This is an optimization exercise on Yosys and OpenROAD, whose aim is small area and a short achievable clock period, not a production implementation.
At most, simulation tests tie the RTL to the original design; equivalence was not proved.

Setup of alpha:
Design mul_pipe, start of the top module:
module mul_pipe #(
    parameter int unsigned XLEN    = 32,
    parameter int unsigned LATENCY = 3,
    parameter int unsigned TAG_W   = 5
) (
    input  logic             clk,
    input  logic             rst_n,
    input  logic             in_valid,
    output logic             in_ready,
    input  logic [XLEN-1:0]  a,
    input  logic [XLEN-1:0]  b,
    input  logic [2:0]       mulop,
    input  logic [TAG_W-1:0] in_tag,
    input  logic             flush,
    output logic             out_valid,
    input  logic             out_ready,
    output logic [XLEN-1:0]  f,
    output logic [TAG_W-1:0] out_tag
);
    logic             w_stall;
    logic             w_acc;
    logic             r1_v, r2_v, r3_v;
    logic [31:0]      r1_a_n;
    logic [15:0]      r1_neg, r1_one_n, r1_two_n;
    logic             r1_ea_n, r1_d16_n, r1_hi;
    logic [15:0]      w_neg, w_one, w_two;
    logic [32:0]      w_b;
    logic [TAG_W-1:0] r1_tag, r2_tag, r3_tag;
    logic [31:0]      r2_x, r2_y;
    logic [31:0]      r3_f;
    always_comb begin
        w_stall  = r3_v && !out_ready;
        in_ready = !w_stall && !flush;
        w_acc    = in_valid && in_ready;
    end
    always_comb begin
        w_b = {b, 1'b0};
        for (int i = 0; i < 16; i++) begin
            w_neg[i] = w_b[2*i+2];
            w_one[i] = w_b[2*i+1] ^ w_b[2*i];
            w_two[i] = (w_b[2*i+2] ^ w_b[2*i+1]) & ~(w_b[2*i+1] ^ w_b[2*i]);
        end
    end
    wire bneg0 = r1_neg[0];
    wire bonen0 = r1_one_n[0];
    wire btwon0 = r1_two_n[0];
    wire bneg1 = r1_neg[1];
    wire bonen1 = r1_one_n[1];
    wire btwon1 = r1_two_n[1];
  ...
Size: about 200 flip-flops, about 120 I/O pins, ~29000 um2 of cells after synthesis.
export LEC_CHECK = 0
export ABC_AREA = 1
export CAP_MARGIN = 20
export CORE_MARGIN = 2
export CORE_UTILIZATION = 40
export SETUP_SLACK_MARGIN = 5
export SLEW_MARGIN = 20
export SYNTH_HIERARCHICAL = 1
create_clock -name core_clock -period 11.0 [get_ports {clk}]
standard.sh (not shown) runs the stock make flow with config.mk's settings and CLKGATE_MAP_FILE= SYNTH_SCRIPT=/design/flow/synth_recipe.tcl, a recipe that flattens the netlist after the stock synthesis.
==> flow/flow/run.sh <==
#!/bin/bash
# The standard layout, with timing repair aimed further below the clock period and
# the smallest port buffers (repair sizes up the ones on critical paths).
set -euo pipefail
bash standard.sh SETUP_SLACK_MARGIN=6.22 "BUFFER_PORTS_ARGS=-buffer_cell sky130_fd_sc_hd__buf_1" "CTS_ARGS=-sink_clustering_enable -repair_clock_nets -sink_clustering_size 30 -sink_clustering_max_diameter 100 -dont_use_dummy_load" finish > standard.log 2>&1
Input changes introduced in epsilon (baseline for comparison: alpha):
--- a/flow/design.v
+++ b/flow/design.v
@@ -1955,26 +1955,26 @@
     wire mp23 = mp21 & mp20;
     wire mg24 = cg26 | (cp26 & mg22);
     wire mp24 = cp26 & mp22;
     wire mg25 = cg28 | (cp28 & cg27);
     wire mp25 = cp28 & cp27;
     wire mg26 = cg30 | (cp30 & cg29);
     wire mp26 = cp30 & cp29;
-    wire mg27 = mg24 | (mp24 & mg23);
-    wire mp27 = mp24 & mp23;
-    wire mg28 = mg26 | (mp26 & mg25);
-    wire mp28 = mp26 & mp25;
-    wire [2:0] w_sg, w_sp;
-    assign w_sg[0] = mg27;
+    wire [4:0] w_sg, w_sp;
+    assign w_sg[0] = mg23;
     assign w_sp[0] = 1'b0;
-    assign w_sg[1] = mg28;
-    assign w_sp[1] = mp28;
-    assign w_sg[2] = cg31;
-    assign w_sp[2] = cp31;
-    localparam int NSEG = 3;
+    assign w_sg[1] = mg24;
+    assign w_sp[1] = mp24;
+    assign w_sg[2] = mg25;
+    assign w_sp[2] = mp25;
+    assign w_sg[3] = mg26;
+    assign w_sp[3] = mp26;
+    assign w_sg[4] = cg31;
+    assign w_sp[4] = cp31;
+    localparam int NSEG = 5;
     wire [31:0] w_x  = r1_hi ? sx[63:32] : sx[31:0];
     wire [31:0] w_y  = r1_hi ? sy[63:32] : sy[31:0];
     logic [NSEG-1:0] r2_sg, r2_sp;
     logic            r2_hi;
     logic w_cin;
     always_comb begin
         w_cin = 1'b0;
### Flow results
- Looking at filler cell count across epsilon and alpha, the one that comes out higher is epsilon.
- Per the comparison of epsilon with alpha, die area +about 0.43%, via count +0.59%, count of placed standard cells in the final layout, fillers left out ~0 delta, CTS buffer count +2, height of the die ~0 delta.
- Clock-cell share of area (lower): alpha
- epsilon gives more global-route usage than alpha did.
- Between alpha and epsilon, the flow reports met3 routed wirelength decreasing by a few percent.
- The higher routed wire length of epsilon and alpha is in epsilon.
- The higher number of antenna violations at the first check in global routing came out of alpha.
- Clock-buffer cell count was lower in the run labelled alpha.
- Compared with alpha, epsilon shows TritonCTS sink count that has gone up slightly.
- Looking only at cell area, and setting everything else aside, the higher value of epsilon and alpha goes to epsilon.
Only the layout flow was run in alpha; the RTL was not checked for function there.

-- separate check: timing with driven ports --
The flow's constraints put no driver on any port. The routed layouts listed below were extracted and timed again, unchanged, in two steps. Step 1, drivers: a clkbuf_16 drives clk and a buf_2 each remaining input, both assumed. Step 2 times the ports against the registers' clock, not the clock port: input delays grow and output delays shrink by t, the midpoint of the rising clock arrivals with the driver on. a / b / c = ideal ports / drivers / drivers and shift; a / b = the first two.
run	shift t [ns]	setup WS [ns]	worst hold slack (ns)
alpha	0.595	6.236 / 6.202 / 6.202	0.397 / 0.397 / 0.397
epsilon	0.602	6.222 / 6.188 / 6.188	0.428 / 0.428 / 0.428
After both steps every run listed still meets setup and hold.
